What follows belongs to an exercise in optimizing a design on an open flow for small area and a short achievable clock period; a production flow would make more cautious choices.
The RTL was checked by simulation tests, not by an equivalence proof against the original design.
Power figures rest on the tool's default switching activity, not on a simulated workload.

Design matrix_mul, start of the top module:
module matrix_mul
#(
  parameter int N  = matrix_mul_pkg::N,
  parameter int DW = matrix_mul_pkg::DW,
  parameter int OW = matrix_mul_pkg::OW
) (
  input  logic              clk,
  input  logic              rst_n,
  input  logic              in_valid,
  input  logic [N*N*DW-1:0] a_i,
  input  logic [N*N*DW-1:0] b_i,
  output logic              out_valid,
  output logic [N*N*OW-1:0] y_o
);
==> flow/config.mk <==
export PLATFORM = sky130hd
export DESIGN_NAME = matrix_mul
export DESIGN_NICKNAME = matrix_mul
export VERILOG_FILES = /design/flow/design.v
export SDC_FILE = /design/flow/constraint.sdc
export NUM_CORES = 4
export LEC_CHECK = 0
export CAP_MARGIN = 20
export CORE_MARGIN = 2
export CORE_UTILIZATION = 40
export CTS_CLUSTER_DIAMETER = 80
export CTS_CLUSTER_SIZE = 20
export SETUP_SLACK_MARGIN = 3.25
export SLEW_MARGIN = 20
export SYNTH_HIERARCHICAL = 1
export SYNTH_MINIMUM_KEEP_SIZE = 0
==> flow/constraint.sdc <==
create_clock -name core_clock -period 5.5 [get_ports {clk}]
set_input_delay 1.1000 -clock core_clock [delete_from_list [all_inputs] [get_ports {clk}]]
set_output_delay 1.1000 -clock core_clock [all_outputs]
set_load 0.01 [all_outputs]
standard.sh (not shown) runs the stock make flow with config.mk's settings and CLKGATE_MAP_FILE= SYNTH_SCRIPT=/design/flow/synth_recipe.tcl, a recipe that flattens the netlist after the stock synthesis.
==> flow/flow/run.sh <==
#!/bin/bash
# The standard layout (standard.sh), except that the port buffers that
# buffer_ports inserts are buf_4 instead of the default cell (a slow delay buffer).
# Each tool's full output goes to standard.log in this folder.
export BUFFER_PORTS_ARGS="-buffer_cell sky130_fd_sc_hd__buf_4"
bash standard.sh > standard.log 2>&1
The starting point finished with timing, DRC and antenna clean.
Next try:
--- a/flow/config.mk
+++ b/flow/config.mk
@@ -9,6 +9,6 @@
 export CORE_MARGIN = 2
-export CORE_UTILIZATION = 40
-export CTS_CLUSTER_DIAMETER = 80
-export CTS_CLUSTER_SIZE = 20
-export SETUP_SLACK_MARGIN = 3.25
+export CORE_UTILIZATION = 68
+export CTS_CLUSTER_DIAMETER = 100
+export CTS_CLUSTER_SIZE = 24
+export SETUP_SLACK_MARGIN = 3.35
 export SLEW_MARGIN = 20
The changed run passed the timing, design-rule and antenna checks.
Final cell count goes down by 12%.
Synthesized area does not change.
Clock skew is about the same.
Final area goes up by 3.4%.
Synthesized cell count stays the same.
Next try:
--- a/flow/config.mk
+++ b/flow/config.mk
@@ -9,6 +9,4 @@
 export CORE_MARGIN = 2
-export CORE_UTILIZATION = 68
-export CTS_CLUSTER_DIAMETER = 100
-export CTS_CLUSTER_SIZE = 24
-export SETUP_SLACK_MARGIN = 3.35
+export CORE_UTILIZATION = 40
+export SETUP_SLACK_MARGIN = 3.25
 export SLEW_MARGIN = 20
Core utilization went down by 33 points.
Synthesized cell count stays the same.
Clock-buffer cell count increases by 93.
Area after synthesis stays the same.
Next try:
--- a/flow/config.mk
+++ b/flow/config.mk
@@ -9,3 +9,5 @@
 export CORE_MARGIN = 2
-export CORE_UTILIZATION = 40
+export CORE_UTILIZATION = 60
+export CTS_CLUSTER_DIAMETER = 100
+export CTS_CLUSTER_SIZE = 24
 export SETUP_SLACK_MARGIN = 3.25
What happened:
- core utilization goes up by 19 points
- register-to-register slack improves by 0.03 ns
- routed wire length rose by 2.4%
- global-route usage rises by 12 points
- count of clock-buffer cells in the layout drops by 92
- first-iteration DRC count came out higher by 20%
- via count rises by 0.60%
- cell area falls by 6.8%
- non-clock buffer count does not change
Next try:
--- a/flow/config.mk
+++ b/flow/config.mk
@@ -9,3 +9,3 @@
 export CORE_MARGIN = 2
-export CORE_UTILIZATION = 60
+export CORE_UTILIZATION = 68
 export CTS_CLUSTER_DIAMETER = 100
Routed wire length went down by 11%.
Setup slack barely changes.
Register-to-register slack barely changes.
Clock skew went down by 0.0035 ns.
Final area went down by 0.38%.
Power went down by 1.9%.
Maximum frequency stays flat.
Die area went down by 12%.
Utilization went up by 8.5 points.
Next try:
==> flow/flow/run.sh (replaced) <==
#!/bin/bash
# The standard layout (standard.sh), with the port buffers that buffer_ports
# inserts chosen here instead of its default cell (a slow delay buffer): buf_4 on
# the inputs (each drives 16 gates), buf_2 on the outputs.
# Each tool's full output goes to standard.log in this folder.
cat > inbuf.tcl <<'EOT'
buffer_ports -inputs -buffer_cell sky130_fd_sc_hd__buf_4
EOT
export PRE_GLOBAL_PLACE_TCL=$PWD/inbuf.tcl
export BUFFER_PORTS_ARGS="-outputs -buffer_cell sky130_fd_sc_hd__buf_2"
bash standard.sh > standard.log 2>&1
Outcome:
- The changed run went through all stages and came out clean
- core utilization fell by 2.2 points
- setup slack gets better by 0.023 ns
- clock power hardly moves
- power fell by 4.1%
- cell count shrinks by 2.9%
- via count shrinks by 1.9%
- sequential share of layout area rises by 1.2 points
- clock skew hardly moves
- clock-buffer cell count went up by 1

static timing again, ports no longer ideal:
No port has a modelled driver above. Below, the same layouts with a new extraction and two added sets of constraints. Step 1: set_driving_cell puts a clkbuf_16 on clk and a buf_2 on each other input, an assumption about the parent block. Step 2 adds t to the input delays and takes it off the output delays; t is the mean of the earliest and latest rising clock arrival at the registers after step 1. Input paths then give back, and output paths get back, about the clock's delay inside the block. Three values: ideal ports, drivers, drivers and shift; two values: the first two.
run	t (ns)	slack for setup (ns)	pins driven straight from the clock port
the first run	0.735	3.172 / 3.155 / 2.712	1
the second run	0.673	3.156 / 3.156 / 2.655	1
the third run	0.736	3.169 / 3.164 / 2.689	1
the fourth run	0.678	3.201 / 3.185 / 2.716	1
the fifth run	0.672	3.203 / 3.203 / 2.744	1
the sixth run	0.675	3.226 / 3.219 / 2.595	1
After both steps setup and hold are still met in every run listed. For the sixth run, which loses most, drivers alone change the setup slack by -0.007 ns; drivers and shift together by -0.631 ns.
